Context: an optimization exercise on an open-source flow, tuned for small area, a short achievable clock period and few clock cycles. The choices shown serve that exercise and are no tape-out recipe. The RTL was checked by simulation tests, not by an equivalence proof against the original design.

Setup of job 2696:
// cnn_layer_top
module cnn_layer_top
(
    input  wire logic          clk,
    input  wire logic          rst_n,
    input  wire logic          i_sample_valid,
    input  wire cnn_pkg::sample_t       i_sample,
    input  wire logic          i_sample_last,
    output logic               o_sample_credit,
    input  wire logic          i_load_weights,
    input  wire cnn_pkg::weights_flat_t i_weights,
    input  wire logic          i_load_biases,
    input  wire cnn_pkg::biases_flat_t  i_biases,
    output logic               o_feat_valid,
    output cnn_pkg::feature_vec_t       o_feat,
    output logic               o_feat_last,
    input  wire logic          i_feat_credit
);
For scale: ~6000 cells after synthesis, ~1100 flip-flops, roughly 0.073 mm^2 of cells after synthesis.
==> flow/config.mk <==
export PLATFORM = sky130hd
export DESIGN_NAME = cnn_layer_top
export DESIGN_NICKNAME = cnn_layer_top
export VERILOG_FILES = /design/flow/design.v
export SDC_FILE = /design/flow/constraint.sdc
export NUM_CORES = 4
export LEC_CHECK = 0
export CAP_MARGIN = 20
export CORE_MARGIN = 2
export CORE_UTILIZATION = 65
export CTS_CLUSTER_DIAMETER = 100
export CTS_CLUSTER_SIZE = 22
export SLEW_MARGIN = 20
export SYNTH_HIERARCHICAL = 1
export SYNTH_MINIMUM_KEEP_SIZE = 0
==> flow/constraint.sdc <==
create_clock -name core_clock -period 11.0 [get_ports {clk}]
set_input_delay 2.2000 -clock core_clock [delete_from_list [all_inputs] [get_ports {clk}]]
set_output_delay 2.2000 -clock core_clock [all_outputs]
set_load 0.01 [all_outputs]
standard.sh (not shown) runs the stock make flow with config.mk's settings and CLKGATE_MAP_FILE= SYNTH_SCRIPT=/design/flow/synth_recipe.tcl, a recipe that flattens the netlist after the stock synthesis.
==> flow/flow/run.sh <==
#!/bin/bash
set -euo pipefail
export BUFFER_PORTS_ARGS="-buffer_cell sky130_fd_sc_hd__buf_2"
export SETUP_SLACK_MARGIN=7.6
bash standard.sh > standard.log 2>&1
Job 2696 finished every step from synthesis to the final layout, and the layout passed the timing, DRC and antenna checks.
Testbench counts of job 2696, summed over its fixed seeds: cycles 7,977.
### job 2696 -> job 4454
==> flow/flow/run.sh <==
#!/bin/bash
set -euo pipefail
export BUFFER_PORTS_ARGS="-buffer_cell sky130_fd_sc_hd__buf_2"
export SETUP_SLACK_MARGIN=7.5
bash standard.sh > standard.log 2>&1
-- flow/config.mk --
<<< job 2696, line 7
export LEC_CHECK = 0
export CAP_MARGIN = 20
export CORE_MARGIN = 2
export CORE_UTILIZATION = 65
export CTS_CLUSTER_DIAMETER = 100
>>> job 4454, line 7
export LEC_CHECK = 0
export ABC_AREA = 1
export CAP_MARGIN = 20
export CORE_MARGIN = 2
export CORE_UTILIZATION = 55
export CTS_CLUSTER_DIAMETER = 100
==> comparison <==
- Relative to job 2696, post-detailed-route via-to-cell ratio has decreased by 0.41 in job 4454.
- Job 4454 reached the final stage; the timing, DRC and antenna checks on its layout passed.
- Changes observed in job 4454 relative to job 2696: die outline area went up about 20%; per-cell routed wire length dropped about 10%.
- Summary of the comparison: fmax is lower in job 4454, relative to job 2696.
- Sequential fraction of total cell area (lower): job 4454
- Compared with job 2696, job 4454 shows first-iteration DRC count that has gone down by more than 10%.
- Of job 2696 and job 4454, job 2696 shows the lower wire length of the first global-routing pass, with job 4454 above it.
- Relative to job 2696, job 4454 degrades worst setup slack.
- Relative to job 2696, the final cell area reported for job 4454 is higher.
- Slack of the worst reg-to-reg path for job 4454: 0.02 ns down relative to job 2696
- Between job 2696 and job 4454, per-instance average area after synthesis decreased.
--- input diff job 4454..job 5391 ---
-- flow/config.mk --
<<< job 4454, line 7
export LEC_CHECK = 0
export ABC_AREA = 1
export CAP_MARGIN = 20
>>> job 5391, line 7
export LEC_CHECK = 0
export CAP_MARGIN = 20
### Flow results
Capturing element of the worst setup path: u_conv.g_filter[7].g_n.u_dot.big -> job 5391, o_sample_credit -> job 4454. Job 5391 against job 4454: count of clock-net buffers in the final layout grew by 3.1%; maximum number of pins on one net before global-route repair has increased; insertion delay to the later sink of the worst-skew pair went down by 0.02 ns. Job 5391 vs job 4454, most common cell after layout, fill and taps aside: sky130_fd_sc_hd__fa_1 vs sky130_fd_sc_hd__nand2_1.

========
== try-maple ==
cnn_layer_top, a different RTL version from the one above (not shown whole).
For scale: ~5,900 cells after synthesis, roughly 1,000 flip-flops, about 340 I/O pins, about 71,000 um^2 of cells after synthesis.
Design cnn_layer_top, start of the top module:
module cnn_layer_top
(
    input  wire logic          clk,
    input  wire logic          rst_n,
    input  wire logic          i_sample_valid,
    input  wire cnn_pkg::sample_t       i_sample,
    input  wire logic          i_sample_last,
    output logic               o_sample_credit,
    input  wire logic          i_load_weights,
    input  wire cnn_pkg::weights_flat_t i_weights,
    input  wire logic          i_load_biases,
    input  wire cnn_pkg::biases_flat_t  i_biases,
    output logic               o_feat_valid,
    output cnn_pkg::feature_vec_t       o_feat,
    output logic               o_feat_last,
    input  wire logic          i_feat_credit
);
export LEC_CHECK = 0
export CAP_MARGIN = 20
export CORE_MARGIN = 2
export CORE_UTILIZATION = 40
export CTS_CLUSTER_DIAMETER = 120
export CTS_CLUSTER_SIZE = 30
export SLEW_MARGIN = 20
export SYNTH_HIERARCHICAL = 1
export SYNTH_MINIMUM_KEEP_SIZE = 0
create_clock -name core_clock -period 11.0 [get_ports {clk}]
==> flow/flow/run.sh <==
#!/bin/bash
set -euo pipefail
export BUFFER_PORTS_ARGS="-buffer_cell sky130_fd_sc_hd__buf_2"
export SETUP_SLACK_MARGIN=7.6
bash standard.sh > standard.log 2>&1
try-maple: flow completed, timing, DRC and antenna clean
Testbench counts of try-maple, summed over its fixed seeds: cycles 8,009.
Edits applied to the flow inputs when going from try-maple to try-cedar:
-- flow/flow/run.sh --
<<< try-maple, line 4
export SETUP_SLACK_MARGIN=7.6
>>> try-cedar, line 4
export SETUP_SLACK_MARGIN=7.5
-- flow/config.mk --
<<< try-maple, line 10
export CORE_UTILIZATION = 40
export CTS_CLUSTER_DIAMETER = 120
export CTS_CLUSTER_SIZE = 30
>>> try-cedar, line 10
export CORE_UTILIZATION = 55
export CTS_CLUSTER_DIAMETER = 100
export CTS_CLUSTER_SIZE = 22
==> comparison <==
- try-cedar was carried through to the last stage, and its layout satisfied the timing, DRC and antenna checks.
- Status: global placement routability congestion parity (try-cedar, try-maple)
- Per the comparison of try-cedar with try-maple, aggregate global-route resource usage +7.4 points; count of vias placed by the detailed router now sits lower.
- Comparing area of the die for try-maple and try-cedar, the smaller number came from try-cedar.
- Compared with try-maple, in try-cedar synthesized cell count roughly the same; worst setup slack lower; final cell area excluding filler cells lower.
## Diff of input files: try-violet against try-cedar
-- flow/flow/run.sh --
<<< try-cedar, line 2
>>> try-violet, line 2
# The standard layout, with plain buffers (buf_2) on the ports instead of the
# delay buffers buffer_ports picks by default. Everything else, synthesis
# included, is the standard flow (standard.sh).
<<< try-cedar, line 4
export SETUP_SLACK_MARGIN=7.5
>>> try-violet, line 7
-- flow/config.mk --
<<< try-cedar, line 10
export CORE_UTILIZATION = 55
export CTS_CLUSTER_DIAMETER = 100
export CTS_CLUSTER_SIZE = 22
>>> try-violet, line 10
export CORE_UTILIZATION = 40
Findings:
try-violet has completed all stages; timing, DRC and antenna checks passed. Diff try-cedar -> try-violet | area of the placeable core | increase of 38%. Arrival time at the worst endpoint in try-violet vs try-cedar: up 2.91 ns. Setup slack, try-violet and try-cedar: higher on try-cedar. Taking try-cedar as the reference, in try-violet total clock buffers created by CTS rose by 100%, number of buffers other than clock buffers in the final layout fell by about 15%, transition at the pin with the smallest max-transition slack rose by 0.11 ns. Looking at fraction of area in multi-input gates, try-violet sits below try-cedar. Against try-cedar, maximum frequency in try-violet came out worse.
Here is what was changed in the inputs of try-quartz compared with try-violet.
==> flow/flow/run.sh <==
#!/bin/bash
set -euo pipefail
export BUFFER_PORTS_ARGS="-buffer_cell sky130_fd_sc_hd__buf_2"
export SETUP_SLACK_MARGIN=7.6
bash standard.sh > standard.log 2>&1
Findings:
- try-quartz finished every stage and its layout cleared the timing, DRC and antenna checks.
- Against try-violet, try-quartz comes in 0.42 ns higher on final critical-path setup slack.
- The run with more routed wire is try-quartz, not try-violet.
- Looking at critical path start-end classification, the in -> reg result is from try-violet; the reg -> out one comes from try-quartz.
- Between try-violet and try-quartz, the flow reports average routed wire per standard cell increasing by a few percent.
- try-quartz vs. try-violet: number of clock buffers inserted by TritonCTS +1, die height ~0 delta.
- Compared with try-violet, try-quartz shows first-iteration DRC count that has gone up by a little under 10%.
The following lists how try-garnet was set up differently from try-quartz:
-- flow/flow/run.sh --
<<< try-quartz, line 4
export SETUP_SLACK_MARGIN=7.6
>>> try-garnet, line 4
export SETUP_SLACK_MARGIN=7.5
-- flow/config.mk --
<<< try-quartz, line 10
export CORE_UTILIZATION = 40
>>> try-garnet, line 10
export CORE_UTILIZATION = 55
export CTS_CLUSTER_DIAMETER = 100
export CTS_CLUSTER_SIZE = 22
export GPL_TIMING_DRIVEN = 1
### Flow results
try-garnet against try-quartz: first-pass GRT wire length shows a reduction of about 6%; via count shows a reduction of 1,276; insertion delay to the later sink of the worst-skew pair shows a reduction of 0.06 ns; die outline area shows a reduction of 27%; instance count of the mapped netlist shows no meaningful change. Relative to try-quartz, fraction of area in registers has increased by 1.7 points in try-garnet. Cmp try-garnet and try-quartz / maximum clock frequency / higher: try-quartz.

========
Another version of the RTL of cnn_layer_top (not shown whole).
For scale: roughly 5900 cells after synthesis, about 1000 flip-flops, about 340 I/O pins, roughly 0.071 mm2 of cells after synthesis.
==> flow/design.v (excerpt) <==
module cnn_layer_top
(
    input  wire logic          clk,
    input  wire logic          rst_n,
    input  wire logic          i_sample_valid,
    input  wire cnn_pkg::sample_t       i_sample,
    input  wire logic          i_sample_last,
    output logic               o_sample_credit,
    input  wire logic          i_load_weights,
    input  wire cnn_pkg::weights_flat_t i_weights,
    input  wire logic          i_load_biases,
    input  wire cnn_pkg::biases_flat_t  i_biases,
    output logic               o_feat_valid,
    output cnn_pkg::feature_vec_t       o_feat,
    output logic               o_feat_last,
    input  wire logic          i_feat_credit
);
Settings: LEC_CHECK=0, CAP_MARGIN=20, CORE_MARGIN=2, CORE_UTILIZATION=40, SLEW_MARGIN=20, SYNTH_HIERARCHICAL=1, SYNTH_MINIMUM_KEEP_SIZE=0; clock period 11.0 ns.
==> flow/flow/run.sh <==
#!/bin/bash
set -euo pipefail
export BUFFER_PORTS_ARGS="-buffer_cell sky130_fd_sc_hd__buf_2"
export SETUP_SLACK_MARGIN=7.3
bash standard.sh > standard.log 2>&1
The first run ran to the end with no violations.
Testbench counts at the start, summed over its fixed seeds: cycles 8,009.
Rerun with:
==> flow/flow/run.sh (replaced) <==
#!/bin/bash
# The standard layout, with plain buffers (buf_2) on the ports instead of the
# delay buffers buffer_ports picks by default. Everything else, synthesis
# included, is the standard flow (standard.sh).
set -euo pipefail
export BUFFER_PORTS_ARGS="-buffer_cell sky130_fd_sc_hd__buf_2"
bash standard.sh > standard.log 2>&1
Outcome:
- count of clock-buffer cells in the layout stays the same
- cell count barely changes
- design area decreases by 0.53%
- via count stays flat
- worst setup slack loses 0.26 ns
- critical path depth does not change
- non-clock buffer count goes down by 13
- hold slack is about the same

========
the baseline:
cnn_layer_top again, from the RTL that the note above started with.
clock: 11.0 ns
lec_check: 0
cap_margin: 20
core_margin: 2
core_utilization: 40
cts_buf_list: sky130_fd_sc_hd__clkbuf_4 sky130_fd_sc_hd__clkbuf_8
cts_cluster_size: 20
slew_margin: 20
synth_hierarchical: 1
synth_minimum_keep_size: 0
run.sh (not shown) runs the stock make flow with config.mk's settings and CLKGATE_MAP_FILE= SYNTH_SCRIPT=/design/flow/synth_recipe.tcl, a recipe that flattens the netlist after the stock synthesis.
Stock flow here: none of the scripts above is used.
Testbench counts of the baseline, summed over its fixed seeds: cycles 8,009.
The following lists how the candidate was set up differently from the baseline:
- CTS_CLUSTER_SIZE: 20 -> unset
- CTS_BUF_LIST: sky130_fd_sc_hd__clkbuf_4 sky130_fd_sc_hd__clkbuf_8 -> unset
[summary]
The candidate finished end to end and its layout was clean on timing, DRC and antenna. Kind of critical path = flop to output port: the baseline; kind of critical path = flop to flop: the candidate. On clock insertion delay at the later pin of the skew report: the candidate sits below the baseline. Looking at launch point of the worst path, the u_conv.g_filter[1].g_p.u_dot.r1_p10 result is from the candidate; the u_pool.o_out_data[63] one comes from the baseline. For fraction of area in registers, the candidate and the baseline come out practically identical. The run showing the smaller setup slack is the baseline. [compare] base=the baseline new=the candidate: fraction of area in clock buffers and inverters saw little to no change; core utilization of the finished layout saw little to no change; routed wire length decreased by 970 microns relative to the old numbers.

[afterwards: timing with drivers on the ports]
The results above use ideal ports. As a check the final layouts listed here were re-extracted and re-timed, cells and wires unchanged. Step 1 sets driving cells, clkbuf_16 on the clock port and buf_2 on the other inputs (assumed; they add their load-dependent delay and slew). Step 2 moves the port delays by t, midway between the first and last clock arrival at a register: inputs arrive t later, outputs are due t later. That takes back most of the time a late clock gives input paths. a / b / c = ideal / step 1 / step 2; a / b = the first two.
| run | t, ns | setup WS [ns] | cell pins on the clock port's net |
|---|---|---|---|
| job 2696 | 0.797 | 7.564 / 7.500 / 6.939 | 1 |
| job 4454 | 0.807 | 7.474 / 7.386 / 6.860 | 1 |
| job 5391 | 0.782 | 7.536 / 7.482 / 6.921 | 1 |
| try-maple | 0.792 | 7.469 / 7.388 / 6.964 | 1 |
| try-cedar | 0.799 | 7.301 / 7.220 / 6.835 | 1 |
| try-violet | 0.845 | 7.002 / 7.035 / 6.190 | 1 |
| try-quartz | 0.851 | 7.426 / 7.343 / 6.968 | 1 |
| try-garnet | 0.799 | 7.301 / 7.220 / 6.835 | 1 |
| the first run of note 3 | 0.832 | 7.264 / 7.264 / 6.768 | 1 |
| the second run of note 3 | 0.829 | 7.008 / 7.008 / 6.262 | 1 |
| the baseline | 0.998 | 6.929 / 6.853 / 6.895 | 1 |
| the candidate | 0.841 | 7.049 / 6.995 / 6.900 | 1 |
After both steps every run listed still meets setup and hold. The setup slack of try-violet, which loses most, moves by +0.033 ns with the drivers and by -0.812 ns with both steps.
